What follows belongs to an exercise in optimizing a design on an open flow for small area; a production flow would make more cautious choices.
In this exercise RTL edits were held to simulation tests only and were not proved equivalent to the original.
No activity file was given, so power comes from the tool's default toggle rates.

File: flow/constraint.sdc
create_clock -name core_clock -period 8.0 [get_ports {clk}]
set_input_delay 1.6000 -clock core_clock [delete_from_list [all_inputs] [get_ports {clk}]]
set_output_delay 1.6000 -clock core_clock [all_outputs]
set_load 0.01 [all_outputs]
File: flow/config.mk
export PLATFORM = sky130hd
export DESIGN_NAME = stream_tile_compositor
export DESIGN_NICKNAME = stream_tile_compositor
export VERILOG_FILES = /design/flow/design.v
export SDC_FILE = /design/flow/constraint.sdc
export NUM_CORES = 4
export LEC_CHECK = 0
export ABC_AREA = 1
export CAP_MARGIN = 0
export CORE_MARGIN = 2
export CORE_UTILIZATION = 60
export CTS_BUF_LIST = sky130_fd_sc_hd__clkbuf_4 sky130_fd_sc_hd__clkbuf_8
export SLEW_MARGIN = 0
File: flow/design.v
module stream_tile_compositor #(
    parameter int unsigned TILE_W  = 16,
    parameter int unsigned TILE_H  = 2,
    parameter int unsigned COLOR_W = 8,
    parameter int unsigned DEPTH_W = 8
) (
    input  logic                        clk,
    input  logic                        reset,
    input  logic                        clear_req,
    input  logic                        rd_start,
    input  logic                        s_valid,
    output logic                        s_ready,
    input  logic [$clog2(TILE_H)-1:0]   s_row,
    input  logic [$clog2(TILE_W)-1:0]   s_start_x,
    input  logic [DEPTH_W-1:0]          s_depth,
    input  logic                        s_mode,
    input  logic [TILE_W*COLOR_W-1:0]   s_data,
    output logic                        o_valid,
    input  logic                        o_ready,
    output logic [COLOR_W-1:0]          o_color,
    output logic [$clog2(TILE_W)-1:0]   o_x,
    output logic [$clog2(TILE_H)-1:0]   o_y,
    output logic                        o_last,
    output logic                        busy
);
    localparam int unsigned XW   = $clog2(TILE_W);
    localparam int unsigned YW   = $clog2(TILE_H);
    localparam int unsigned IW   = XW + YW;
    logic [1:0]         state;
    logic [IW-1:0]      pix_idx;
    logic               idle, in_rd, in_clr;
    logic               span_fire;
    logic [COLOR_W-1:0] color_mem [TILE_H][TILE_W];
    logic [DEPTH_W-1:0] depth_mem [TILE_H][TILE_W];
    logic               vld       [TILE_H][TILE_W];
    logic [TILE_W*COLOR_W-1:0] shifted;
    logic [TILE_W-1:0]  wr_en;
    logic [COLOR_W-1:0] wr_color [TILE_W];
    assign idle      = (state == 2'b00);
    assign in_rd     = (state == 2'b01);
    assign in_clr    = state[1];
    assign s_ready   = idle && !clear_req && !rd_start;
    assign span_fire = s_valid && s_ready;
    assign busy      = !idle;
    assign o_valid   = in_rd;
    tile_lane_shifter u_shift (.s_data(s_data), .s_start_x(s_start_x), .shifted(shifted));
    always_comb begin
        for (int unsigned x = 0; x < TILE_W; x++) begin
            logic               v0, v1;
            logic [DEPTH_W-1:0] cur_d;
            logic [COLOR_W-1:0] cur_c, lane_val;
            logic [COLOR_W:0]   sum;
            logic               cy, ge;
            v0       = vld[0][x] && !s_row[0];
            v1       = vld[1][x] &&  s_row[0];
            cur_d    = ({DEPTH_W{v0}} & depth_mem[0][x]) | ({DEPTH_W{v1}} & depth_mem[1][x]);
            cur_c    = ({COLOR_W{v0 && s_mode}} & color_mem[0][x])
                     | ({COLOR_W{v1 && s_mode}} & color_mem[1][x]);
            lane_val = shifted[x*COLOR_W +: COLOR_W];
            cy = 1'b0;
            for (int b = 0; b < COLOR_W; b++) begin
                sum[b] = cur_c[b] ^ lane_val[b] ^ cy;
                cy     = (cur_c[b] & lane_val[b]) | (cy & (cur_c[b] ^ lane_val[b]));
            end
            sum[COLOR_W] = cy;
            ge = 1'b1;
            for (int b = 0; b < DEPTH_W; b++)
                ge = (s_depth[b] & !cur_d[b]) | (ge & !(cur_d[b] & !s_depth[b]));
            wr_en[x] = span_fire && (XW'(x) >= s_start_x)
                       && ge
                       && ((s_depth == '0) || (lane_val != '0));
            wr_color[x] = sum[COLOR_W-1:0] | {COLOR_W{sum[COLOR_W]}};
        end
    end
    always_ff @(posedge clk) begin
        for (int unsigned y = 0; y < TILE_H; y++) begin
            for (int unsigned x = 0; x < TILE_W; x++) begin
                if (wr_en[x] && (s_row == YW'(y))) begin
                    color_mem[y][x] <= wr_color[x];
                    depth_mem[y][x] <= s_depth;
                end
            end
        end
    end
    always_ff @(posedge clk or posedge reset) begin
        if (reset) begin
            for (int unsigned y = 0; y < TILE_H; y++)
                for (int unsigned x = 0; x < TILE_W; x++)
                    vld[y][x] <= 1'b0;
        end else begin
            for (int unsigned y = 0; y < TILE_H; y++)
                for (int unsigned x = 0; x < TILE_W; x++)
                    vld[y][x] <= !(in_clr && (state[0] == y[0]))
                                 && (vld[y][x] || (wr_en[x] && (s_row == YW'(y))));
        end
    end
    always_ff @(posedge clk or posedge reset) begin
        if (reset) begin
            state   <= 2'b00;
            pix_idx <= '0;
        end else begin
            case (state)
                2'b00:   state <= clear_req ? 2'b10 : rd_start ? 2'b01 : 2'b00;
                2'b01:   if (o_ready && o_last) state <= 2'b00;
                2'b10:   state <= 2'b11;
                default: state <= 2'b00;
            endcase
            if (in_rd && o_ready) pix_idx <= pix_idx + 1'b1;
        end
    end
    assign o_x     = pix_idx[XW-1:0];
    assign o_y     = pix_idx[IW-1:XW];
    assign o_last  = &pix_idx;
    assign o_color = (in_rd && vld[pix_idx[IW-1:XW]][pix_idx[XW-1:0]])
                     ? color_mem[pix_idx[IW-1:XW]][pix_idx[XW-1:0]] : '0;
endmodule
module tile_lane_shifter (
    input  logic [127:0] s_data,
    input  logic [3:0]   s_start_x,
    output logic [127:0] shifted
);
    logic [127:0] a, b, c;
    always_comb begin
        for (int x = 0; x < 16; x++)
            a[x*8 +: 8] = (s_start_x[0] && x >= 1) ? s_data[(x-1)*8 +: 8] : s_data[x*8 +: 8];
        for (int x = 0; x < 16; x++)
            b[x*8 +: 8] = (s_start_x[1] && x >= 2) ? a[(x-2)*8 +: 8] : a[x*8 +: 8];
        for (int x = 0; x < 16; x++)
            c[x*8 +: 8] = (s_start_x[2] && x >= 4) ? b[(x-4)*8 +: 8] : b[x*8 +: 8];
        for (int x = 0; x < 16; x++)
            shifted[x*8 +: 8] = (s_start_x[3] && x >= 8) ? c[(x-8)*8 +: 8] : c[x*8 +: 8];
    end
endmodule
File: flow/run.sh
#!/bin/bash
# synth_recipe.tcl (not shown) runs the flow's synth.tcl, then flattens the netlist and writes it again
# the make line also repeats each setting of config.mk as NAME=value (left out here)
make -C /OpenROAD-flow-scripts/flow DESIGN_CONFIG=/design/flow/config.mk WORK_HOME=/design/flow/orfs CLKGATE_MAP_FILE= SYNTH_SCRIPT=/design/flow/synth_recipe.tcl finish
==> impl_metrics.ini, run 1 <==
[clock_network]
cts_buffer_depth = 3
cts_num_sinks = 551
holdBufCountCts = 0
clkSlewWorstSetupHoldPaths_ns = 0.06
cts-resized-gates = 0
cts-buffers-inserted = 90
post-cts-setup-buffers = 0
cts-root-buf = sky130_fd_sc_hd__clkbuf_8
insertion_delay_ns = 0.73
cts_tree = built
clock_tree.htree_level_count = 3

[worst_setup_path]
critical_path.cell_chain = inv_1 > ha_1 > nor2_1 > nand4_1 > nor4_1 > nand2_1 > nand3_1 > nand3_2 > nor2_1 > clkdlybuf4s50_1
critical_path_arrival_ns = 5.27
depth_of_the_worst_register_to_register_path = 17
setup.worst_path.end_class = output port
startpoint_class_of_the_critical_path = register
crit_fanout = 17
worst-path-buf-inv = 2
type_of_the_worst_setup_path = register to output port
cp_data_required_time_ns = 6.40
cpMaxStageDelayCell = sky130_fd_sc_hd__dfrtp_1
crit_cells = 10
cpPeakStageDelay_ns = 0.76
path_delay_family = simple AND/OR/NAND/NOR gates
critical-path-top-cell-by-count = sky130_fd_sc_hd__nor2_1

[placement]
place_ws_ns = 0.535
count_of_input_and_output_buffers = 164
placedCellCount = 4563
half_perimeter_wire_length_of_the_detailed_placement_result_um = 99900
gp_congestion = 1.11
postPlaceCellArea_um2 = 35300

[logic_synthesis]
synth_area_leader_cell = sky130_fd_sc_hd__edfxtp_1
synth_edf_count = 512
syn-mean-instance-area_um2 = 8.72
netlist_top_cells_area = sky130_fd_sc_hd__edfxtp_1 46%, sky130_fd_sc_hd__nand2_1 12%, sky130_fd_sc_hd__nand3_1 11%
synth_most_common_cell = sky130_fd_sc_hd__nand2_1
synth_commonest_cells = 1061 x sky130_fd_sc_hd__nand2_1, 727 x sky130_fd_sc_hd__nand3_1, 512 x sky130_fd_sc_hd__edfxtp_1, 457 x sky130_fd_sc_hd__inv_1, 156 x sky130_fd_sc_hd__nor2_1
netlist-cell-type-count = 50
netlist.area_leader.share_pct = 46.5
synth_ff_type = sky130_fd_sc_hd__edfxtp_1
ys_async_sr_fraction_pct = 7.08
yosysWarningCount = 21
seq_area_frac_synth_pct = 49.4
synth.cell_area_um2 = 33100
synth_fp_nets = 4076
synthesis.instances = 3794
synth.ff_latch_count = 551

[power_and_ir_drop]
clock_power_share_pct = 32.4
combinational_group_share_of_total_power_pct = 26.3
netSwitchingPower_mw = 2.92
powerDensity_nw_per_um2 = 225
internal_power_mw = 5.47
finalPower_mw = 8.40
leakage_power_nw = 15.8
vdd.ir_drop.worst_mv = 0.145
p_seq_share_pct = 41.3
netSwitchingFraction_pct = 34.8

[routing]
antenna_left = 0
drt-total-wl_um = 130000
drt-pass1-iter-count = 9
via_per_inst = 6.53
detailroute.via_count = 30900
drc = 0
dr.first_iter.drc_count = 4739
wl_per_cell_um = 27.5

[floorplanning]
start_util_pct = 60.4
io_pins = 165
coreArea_um2 = 54800
chipWidth_um = 239
dieHeight_um = 239
core.rowCount = 86
fp.dieArea_um2 = 57000

[timing]
number_of_failing_setup_endpoints_in_the_final_timing_report = 0
hold_viol = 0
finalSetupTns_ns = 0
final_max_slew_viol_count = 0
finalClockSkew_ns = 0.0538
worst-slew-pin-transition_ns = 1.34
post-route-worst-setup-slack_ns = 1.13
grt_setup_unrepaired = no
maxClockFrequency_mhz = 146
fin_crit_sh_pct = 85.9
timing.slew.headroom_pct = 10.5
timing.hold.ws_ns = 0.527
finalWorstPathRequiredPeriod_ns = 6.87

[finish]
area_grow_syn2layout_pct = 12.7
design.final.nets = 4233
finish.instance_area_um2 = 37300
utilization_pct = 68.0
nFillCells = 4312
post_route_cells_drive_above_1_share_pct = 7.13
final_cell_count_no_fill = 4731

[global_route]
globalRoute.busiestLayer = met2
groute.layer.met2.usage_pct = 65.6
first_global_vias = 29300
grt.total_usage_pct = 45.7
global_route.usage.met3_pct = 12.7
initial_antenna_violation_count = 7
grt_pass1_wl_um = 188000
grt.overflow.total = 0
grt_max_degree = 118
grt_util_met1_pct = 59.5

[outcome]
run_status = finished clean

[hold_path]
hold-path-cell-count = 1
hold_path_class = register to register

[run]
max_cap_viol_count = 0
cell type report:
type                    instances  area [um2]  area share, %
flip-flops and latches        551       16400           43.9
multi-input cells            2617       14200           38.2
repair buffers                220        2050           5.49
inverters                     471        1780           4.76
clock buffers                 118        1490           4.01
well taps                     704         881           2.36
clock inverters                48         493           1.32
diodes                          2        5.00         0.0134
kinds of logic after synthesis:
kind of cell             Yosys count  synth area share, %
buffers and inverters            626                 7.58
AND/OR/NAND/NOR                 2101                 27.8
XOR/XNOR                           3               0.0795
flip-flops                       551                 49.4
AO/OA/AOI/OAI                    379                 7.45
adder cells (fa/ha/maj)          134                 7.61
power by group through the flow:
| stage | clock network, mW | registers [mW] | logic (mW) |
|---|---|---|---|
| floorplan | 0 | 3.44 | 1.27 |
| finish | 2.72 | 3.47 | 2.21 |
| CTS | 2.71 | 3.46 | 2.11 |
| global placement | 0 | 3.51 | 2.04 |
| detailed placement | 0 | 3.52 | 2.09 |
| global route | 2.82 | 3.48 | 2.33 |
worst reg2reg max path: cells and delay by family, from the launching register on:
| kind | cells | cell delay (ns) |
|---|---|---|
| fa+ha+maj | 8 | 2.97 |
| simple gates | 3 | 1.01 |
| flops | 1 | 0.59 |
| buf+inv | 5 | 0.39 |
| compound gates | 1 | 0.22 |
cells in the final DEF, fill, tap and decap left out, types with 4 or more instances in the layout:
| master | instances |
|---|---|
| sky130_fd_sc_hd__nand2_1 | 1061 |
| sky130_fd_sc_hd__nand3_1 | 727 |
| sky130_fd_sc_hd__edfxtp_1 | 512 |
| sky130_fd_sc_hd__inv_1 | 455 |
| sky130_fd_sc_hd__nor2_1 | 156 |
| sky130_fd_sc_hd__clkdlybuf4s50_1 | 155 |
| sky130_fd_sc_hd__fa_1 | 112 |
| sky130_fd_sc_hd__clkbuf_8 | 97 |
| sky130_fd_sc_hd__o22ai_1 | 88 |
| sky130_fd_sc_hd__a22oi_1 | 80 |
| sky130_fd_sc_hd__a21oi_1 | 67 |
| sky130_fd_sc_hd__buf_4 | 56 |
| sky130_fd_sc_hd__or2_2 | 54 |
| sky130_fd_sc_hd__o21ai_0 | 50 |
| sky130_fd_sc_hd__nand4_1 | 42 |
| sky130_fd_sc_hd__dfrtp_1 | 39 |
| sky130_fd_sc_hd__o211ai_1 | 27 |
| sky130_fd_sc_hd__clkinv_1 | 26 |
| sky130_fd_sc_hd__ha_1 | 22 |
| sky130_fd_sc_hd__clkbuf_4 | 21 |
| sky130_fd_sc_hd__and2_1 | 17 |
| sky130_fd_sc_hd__a21o_1 | 16 |
| sky130_fd_sc_hd__nor4_1 | 15 |
| sky130_fd_sc_hd__nor3_1 | 15 |
| sky130_fd_sc_hd__clkinv_2 | 14 |
| sky130_fd_sc_hd__o21ai_1 | 11 |
| sky130_fd_sc_hd__a22o_1 | 9 |
| sky130_fd_sc_hd__o2111ai_1 | 8 |
| sky130_fd_sc_hd__bufinv_16 | 8 |
| sky130_fd_sc_hd__buf_2 | 7 |
| sky130_fd_sc_hd__inv_2 | 6 |
| sky130_fd_sc_hd__a32o_1 | 6 |
| sky130_fd_sc_hd__nor2_4 | 4 |
| sky130_fd_sc_hd__a211oi_1 | 4 |
| sky130_fd_sc_hd__a221oi_1 | 4 |
layer usage:
layer	share of wire (%)	wire length, um	vias up
li1	-	-	13200
met1	35	45300	14400
met2	42	54400	2693
met3	14	18800	525
met4	8.7	11400	8
met5	0.038	50	-
sequential cells by signal, indices dropped and copies added (netlist names):
signal	flops
vld	32
pix_idx	5
depth_mem	256
state	2
color_mem	256
final timing paths:
check                           start          endpoint  slack, ns
max                        pix_idx[4]        o_color[5]       1.13
min reg2reg                  state[0]          state[1]       0.53
min in group asynchronous       reset            vld[9]       1.44
min                          state[0]          state[1]       0.53
max reg2reg                   vld[14]  color_mem[30][7]       2.56
max in group asynchronous       reset           vld[25]       5.93
==> run 2: changes to the inputs <==
--- a/flow/design.v
+++ b/flow/design.v
@@ -38,2 +38,6 @@
     logic [COLOR_W-1:0] wr_color [TILE_W];
+    logic [COLOR_W-1:0] col_c    [TILE_W];
+    logic               rsel, cmode;
+    assign rsel  = in_rd ? pix_idx[IW-1] : s_row[0];
+    assign cmode = in_rd || s_mode;
     assign idle      = (state == 2'b00);
@@ -53,7 +57,8 @@
             logic               cy, ge;
-            v0       = vld[0][x] && !s_row[0];
-            v1       = vld[1][x] &&  s_row[0];
+            v0       = vld[0][x] && !rsel;
+            v1       = vld[1][x] &&  rsel;
             cur_d    = ({DEPTH_W{v0}} & depth_mem[0][x]) | ({DEPTH_W{v1}} & depth_mem[1][x]);
-            cur_c    = ({COLOR_W{v0 && s_mode}} & color_mem[0][x])
-                     | ({COLOR_W{v1 && s_mode}} & color_mem[1][x]);
+            cur_c    = ({COLOR_W{v0 && cmode}} & color_mem[0][x])
+                     | ({COLOR_W{v1 && cmode}} & color_mem[1][x]);
+            col_c[x] = cur_c;
             lane_val = shifted[x*COLOR_W +: COLOR_W];
@@ -62,3 +67,3 @@
                 sum[b] = cur_c[b] ^ lane_val[b] ^ cy;
-                cy     = (cur_c[b] & lane_val[b]) | (cy & (cur_c[b] ^ lane_val[b]));
+                cy     = (cur_c[b] & lane_val[b]) | (cur_c[b] & cy) | (lane_val[b] & cy);
             end
@@ -113,4 +118,3 @@
     assign o_last  = &pix_idx;
-    assign o_color = (in_rd && vld[pix_idx[IW-1:XW]][pix_idx[XW-1:0]])
-                     ? color_mem[pix_idx[IW-1:XW]][pix_idx[XW-1:0]] : '0;
+    assign o_color = in_rd ? col_c[pix_idx[XW-1:0]] : '0;
 endmodule
==> run 2 against run 1 <==
Critical path depth is the same. Utilization shrank 0.91 points. Global-route usage shrank 4.9 points. Register-to-register slack lost 1.4 ns. Final cell count shrank 0.51%. Combinational power grew 8%. Critical path type unchanged. Critical endpoint is now o_color[6]. Largest power group unchanged.
==> impl_metrics.ini, run 2 <==
[finish]
reg_top3 = color_mem x256, depth_mem x256, vld x32
area_grow_syn2layout_pct = 11.3
design.final.nets = 4197
finish.instance_area_um2 = 36800
most-common-layout-cells = 988 x sky130_fd_sc_hd__nand2_1, 618 x sky130_fd_sc_hd__inv_1, 512 x sky130_fd_sc_hd__edfxtp_1
nFillCells = 4325
final_cell_count_no_fill = 4707
post_route_cells_drive_above_1_share_pct = 8.15
utilization_pct = 67.1
leading_cell_type_in_the_layout_fill_and_taps_excluded = sky130_fd_sc_hd__nand2_1

[global_route]
grt.overflow.total = 0
first_global_vias = 27300
initial_antenna_violation_count = 2
grt_max_degree = 138
grt.total_usage_pct = 40.8
grt_pass1_wl_um = 170000

[power_and_ir_drop]
finalPower_mw = 8.38
vdd.ir_drop.worst_mv = 0.183
leakage_power_nw = 15.9
powerDensity_nw_per_um2 = 228

[timing]
number_of_failing_setup_endpoints_in_the_final_timing_report = 0
timing.slew.headroom_pct = 24.3
hold_viol = 0
fin_crit_sh_pct = 91.3
post-route-worst-setup-slack_ns = 0.696
worst-slew-pin-transition_ns = 1.13
finalClockSkew_ns = 0.0405
finalSetupTns_ns = 0
timing.hold.ws_ns = 0.569
grt_setup_unrepaired = no
finalWorstPathRequiredPeriod_ns = 7.30
maxClockFrequency_mhz = 137
final_max_slew_viol_count = 0

[logic_synthesis]
synth_area_leader_cell = sky130_fd_sc_hd__edfxtp_1
seq_area_frac_synth_pct = 49.5
synth_edf_count = 512
yosysWarningCount = 22
synth.ff_latch_count = 551
synthesis.instances = 3809
synth_commonest_cells = 988 x sky130_fd_sc_hd__nand2_1, 619 x sky130_fd_sc_hd__inv_1, 512 x sky130_fd_sc_hd__edfxtp_1, 447 x sky130_fd_sc_hd__nand3_1, 156 x sky130_fd_sc_hd__o21ai_1
synth_most_common_cell = sky130_fd_sc_hd__nand2_1
netlist.area_leader.share_pct = 46.5
ys_async_sr_fraction_pct = 7.08
synth.cell_area_um2 = 33000
netlist-cell-type-count = 62
netlist_top_cells_area = sky130_fd_sc_hd__edfxtp_1 47%, sky130_fd_sc_hd__nand2_1 11%, sky130_fd_sc_hd__inv_1 7.0%
synth_fp_nets = 4075
synth_ff_type = sky130_fd_sc_hd__edfxtp_1
syn-mean-instance-area_um2 = 8.67

[clock_network]
post-cts-setup-buffers = 0
holdBufCountCts = 0
clock_tree.htree_level_count = 3
cts-root-buf = sky130_fd_sc_hd__clkbuf_8
cts_buffer_depth = 3
cts_num_sinks = 551
clkSlewWorstSetupHoldPaths_ns = 0.06
cts_tree = built
cts-buffers-inserted = 88
cts-resized-gates = 0
insertion_delay_ns = 0.70

[routing]
dr.first_iter.drc_count = 4052
via_per_inst = 6.15
wl_per_cell_um = 24.7
antenna_left = 0
drt-total-wl_um = 116000
detailroute.via_count = 29000
drc = 0
drt-pass1-iter-count = 6

[worst_setup_path]
worst_r2r_endpoint = color_mem[31][7]
crit_fanout = 50
timing.reg2reg.setup_slack_ns = 1.18
critical_path_arrival_ns = 5.70
cp-startpoint = state[0]
crit_end = o_color[6]
startpoint_class_of_the_critical_path = register
cp_data_required_time_ns = 6.40
depth_of_the_worst_register_to_register_path = 17
type_of_the_worst_setup_path = register to output port
startpoint_of_the_worst_register_to_register_path = state[0]
setup.worst_path.end_class = output port

[floorplanning]
core.rowCount = 86
fp.dieArea_um2 = 57000
coreArea_um2 = 54800
chipWidth_um = 239
io_pins = 165
start_util_pct = 60.3
dieHeight_um = 239

[placement]
half_perimeter_wire_length_of_the_detailed_placement_result_um = 86700
postPlaceCellArea_um2 = 35000
gp_congestion = 1.06
count_of_input_and_output_buffers = 164
placedCellCount = 4545
place_ws_ns = 0.736

[hold_path]
hold_path_class = register to register

[outcome]
run_status = finished clean

[run]
max_cap_viol_count = 0
## run 2: changes by cell type in the layout (fill, tap and decap cells not counted), moves of 27 or more
cell | before | now
sky130_fd_sc_hd__nand3_1 | 727 | 447
sky130_fd_sc_hd__inv_1 | 455 | 618
sky130_fd_sc_hd__o21ai_1 | 11 | 156
sky130_fd_sc_hd__o21ai_0 | 50 | 154
sky130_fd_sc_hd__a22oi_1 | 80 | 2
sky130_fd_sc_hd__nand2_1 | 1061 | 988
sky130_fd_sc_hd__nor2_1 | 156 | 102
sky130_fd_sc_hd__or2_2 | 54 | 22
sky130_fd_sc_hd__o22ai_1 | 88 | 58
sky130_fd_sc_hd__a21oi_1 | 67 | 95
sky130_fd_sc_hd__o21ai_2 | 0 | 27
## run 2: per-layer routing
layer  GRT usage [%]  share of wire [%]
met1            56.6                 38
met3            6.84                 11
met5               0              0.010
met2            62.2                 44
met4            20.9                5.8
## run 2: area by class of cell
type                            instances  area, um2  share of cell area, %
Sequential cell                       551      16400                   44.5
Tap cell                              704        881                   2.40
Clock buffer                          125       1530                   4.17
Timing Repair Buffer                  220       2070                   5.63
Antenna cell                            1       2.50                0.00681
Clock inverter                         36        265                  0.721
Inverter                              640       2400                   6.54
Multi-Input combinational cell       2430      13300                   36.1
## run 2: how the worst min path moves through the flow
stage,startpoint,end,slack (ns),cells past startpoint
3_3_place_gp,vld[1],vld[1],0.56,2
3_5_place_dp,vld[1],vld[1],0.56,2
2_1_floorplan,state[0],state[1],0.52,2
4_1_cts,vld[1],vld[1],0.57,2
5_1_grt,vld[0],vld[0],0.62,2
6_report,vld[1],vld[1],0.57,2
## run 2: worst max-delay path, stage by stage, from the launching register on
cell and delay, ns:
sky130_fd_sc_hd__dfrtp_1 0.48, sky130_fd_sc_hd__nand3_2 0.82, sky130_fd_sc_hd__nand2_8 0.75, sky130_fd_sc_hd__buf_4 0.42, sky130_fd_sc_hd__nand3_2 0.26, sky130_fd_sc_hd__o21ai_1 0.60
sky130_fd_sc_hd__nand2_1 0.27, sky130_fd_sc_hd__o2111ai_1 0.14, sky130_fd_sc_hd__nor2_1 0.07, sky130_fd_sc_hd__a31oi_1 0.50, sky130_fd_sc_hd__clkdlybuf4s50_1 0.66
## run 2: cell families (layout without fill, tap and decap cells)
| family | after synthesis | count (layout) | synth area share [%] |
|---|---|---|---|
| AOI/OAI and AO/OA | 601 | 601 | 10.7 |
| xor gates and xnor gates | 3 | 3 | 0.0795 |
| adders and majority gates | 118 | 118 | 6.67 |
| buffers and inverters | 828 | 1021 | 10.4 |
| DFF | 551 | 551 | 49.5 |
| muxes | 11 | 11 | 0.337 |
| other | 0 | 1 | 0 |
| and+or+nand+nor | 1697 | 1697 | 22.4 |
## run 2: report_power, final
part | leakage [nW] | switching, mW | internal (mW)
Combinational | 9.76 | 1.71 | 0.670
Sequential | 5.13 | 0.140 | 3.38
Clock | 0.961 | 1.16 | 1.32

-- re-timing with driven ports --
No port has a modelled driver above. Below, the same layouts with a new extraction and two added sets of constraints. Step 1, drivers: a clkbuf_16 drives clk and a buf_2 each remaining input, both assumed. Step 2, shift: input delay + t, output delay - t, t = (earliest + latest rising clock arrival at the registers) / 2. This alone moves slack from input paths to output paths. a / b / c = ideal ports / drivers / drivers and shift; a / b = the first two.
run | shift t [ns] | setup slack, ns | worst setup path at the end | cell pins on the clock port's net
run 1 | 0.775 | 1.127 / 1.060 / 0.410 | input to register | 1
run 2 | 0.744 | 0.696 / 0.633 / 0.670 | input to register | 1
After both steps every run listed still meets setup and hold. For run 1, which loses most, drivers alone change the setup slack by -0.067 ns; drivers and shift together by -0.717 ns.
